Context: an optimization exercise on an open-source flow, tuned for small area. The choices shown serve that exercise and are no tape-out recipe. In this exercise RTL edits were held to simulation tests only and were not proved equivalent to the original. No activity file was given, so power comes from the tool's default toggle rates.

north:
## rf_top
module rf_top #(
  parameter bit RV32E = 1'b0
) (
  input  logic                          clk_i,
  input  logic                          rst_ni,
  input  logic                          fetch_enable_i,
  input  logic                          core_busy_i,
  input  logic                          debug_req_i,
  input  logic                          irq_pending_i,
  input  logic                          irq_nm_i,
  input  logic [rf_pkg::NumIrqFast-1:0] irq_fast_i,
  input  logic                          we_i,
  input  rf_pkg::reg_addr_t             waddr_i,
  input  rf_pkg::reg_data_t             wdata_i,
  input  rf_pkg::reg_addr_t             raddr_a_i,
  output rf_pkg::reg_data_t             rdata_a_o,
  input  rf_pkg::reg_addr_t             raddr_b_i,
  output rf_pkg::reg_data_t             rdata_b_o,
  output logic                          core_sleep_o
);
clock: 7.0 ns
lec_check: 0
cap_margin: 20
core_margin: 2
core_utilization: 50
slew_margin: 20
synth_hierarchical: 1
synth_minimum_keep_size: 0
standard.sh (not shown) runs the stock make flow with config.mk's settings and CLKGATE_MAP_FILE= SYNTH_SCRIPT=/design/flow/synth_recipe.tcl, a recipe that flattens the netlist after the stock synthesis.
==> flow/flow/run.sh <==
#!/bin/bash
# The standard layout, with small port buffers and a clock tree built from
# small clock buffers without dummy loads. Everything else is the standard
# flow (standard.sh, which also runs the standard synthesis unchanged).
set -euo pipefail
export BUFFER_PORTS_ARGS="-buffer_cell sky130_fd_sc_hd__buf_1"
export CTS_ARGS="-sink_clustering_enable -repair_clock_nets -dont_use_dummy_load -buf_list {sky130_fd_sc_hd__clkbuf_8 sky130_fd_sc_hd__clkbuf_16} -root_buf sky130_fd_sc_hd__clkbuf_16 -sink_clustering_buffer sky130_fd_sc_hd__clkbuf_8 -sink_clustering_size 16 -sink_clustering_max_diameter 60"
bash standard.sh > standard.log 2>&1
Input changes introduced in south (baseline for comparison: north):
==> flow/flow/run.sh <==
#!/bin/bash
# The standard layout, with small port buffers and a clock tree built from
# small clock buffers without dummy loads. Everything else is the standard
# flow (standard.sh, which also runs the standard synthesis unchanged).
set -euo pipefail
export BUFFER_PORTS_ARGS="-buffer_cell sky130_fd_sc_hd__buf_1"
export CTS_ARGS="-sink_clustering_enable -repair_clock_nets -dont_use_dummy_load -buf_list {sky130_fd_sc_hd__clkbuf_4 sky130_fd_sc_hd__clkbuf_8}"
bash standard.sh > standard.log 2>&1
==> comparison <==
- Reported net switching power on south is behind north.
- Looking at standby leakage power across south and north, the one that comes out higher is south.
- Between south and north, the maximum fanout along the worst path is lower for north.
- south vs north: fill cell instance count of the final layout down in south
What east does differently from south at the input level:
==> flow/flow/run.sh <==
#!/bin/bash
# The standard layout, with small port buffers and a clock tree built from
# small clock buffers without dummy loads. Everything else is the standard
# flow (standard.sh, which also runs the standard synthesis unchanged).
set -euo pipefail
export BUFFER_PORTS_ARGS="-buffer_cell sky130_fd_sc_hd__buf_1"
export CTS_ARGS="-sink_clustering_enable -repair_clock_nets -dont_use_dummy_load -buf_list {sky130_fd_sc_hd__clkbuf_8 sky130_fd_sc_hd__clkbuf_16} -root_buf sky130_fd_sc_hd__clkbuf_16 -sink_clustering_buffer sky130_fd_sc_hd__clkbuf_8 -sink_clustering_size 14 -sink_clustering_max_diameter 80"
bash standard.sh > standard.log 2>&1
### Flow results
Diff east and south: worst hold margin higher in east
Per the comparison of east with south, total leakage power went down; clock network power share shrank by 6.7 points; portion of the clock cycle consumed by the worst path in the final layout shows a reduction of 0.75 points; DRC violation total after the first TritonRoute iteration now larger.
In the flow results for east and south, the number of global-route vias before repair is larger on south.
Between east and south, it is east whose global-route wire length before repair is lower, by 1900 um.
Design area in east is about 2.4% below south.
Summary of east over south: via count went down 520, final routed wirelength across all metal layers saw a decrease, flip-flop and latch share of the layout cell area moved up.
diff inputs: east => west
==> flow/run.sh (new file) <==
#!/bin/bash
# synth_recipe.tcl (not shown) runs the flow's synth.tcl, then flattens the netlist and writes it again
# the make line also repeats each setting of config.mk as NAME=value (left out here)
make -C /OpenROAD-flow-scripts/flow DESIGN_CONFIG=/design/flow/config.mk WORK_HOME=/design/flow/orfs CLKGATE_MAP_FILE= SYNTH_SCRIPT=/design/flow/synth_recipe.tcl finish
removed: flow/flow/run.sh
removed: flow/standard.sh
[summary]
As far as count of instances resized after the clock tree is built goes, east and west are indistinguishable; the numbers are identical.
Summary of the comparison: switching power total is higher in west, relative to east.
Going from east to west, global-route usage grows by 1.9 points.
Note that the count of non-CTS buffers in the layout recorded for east amounts to 0.936 times the value seen in west.
Run comparison: east worst setup path startpoint raddr_a_i[0]; west worst setup path startpoint raddr_a_i[1]
west has wire length above what east had.
Compared with east, in west final worst hold slack lower; via count higher; fraction of power consumed by combinational cells lower; clock power share higher.
A capture point of the worst path of rdata_a_o[17] is what west shows, while rdata_a_o[25] belongs to east.

## separate check: timing with driven ports
In the flow no input, the clock included, has a driving cell. The finished layouts below were timed again as built, in two steps.
Step 1 sets driving cells, clkbuf_16 on the clock port and buf_2 on the other inputs (assumed; they add their load-dependent delay and slew).
Step 2 moves the port delays by t, midway between the first and last clock arrival at a register: inputs arrive t later, outputs are due t later. That takes back most of the time a late clock gives input paths.
a / b / c = ideal / step 1 / step 2; a / b = the first two.
run | shift t [ns] | setup slack, ns | cell pins on the clock port's net
north | 0.671 | 1.163 / 1.135 / 1.135 | 1
south | 0.840 | 1.167 / 1.137 / 1.137 | 1
east | 0.669 | 1.219 / 1.192 / 1.192 | 1
west | 0.724 | 0.542 / 0.521 / 0.521 | 1
After both steps setup and hold are still met in every run listed. For south, which loses most, drivers alone change the setup slack by -0.030 ns; drivers and shift together by -0.030 ns.
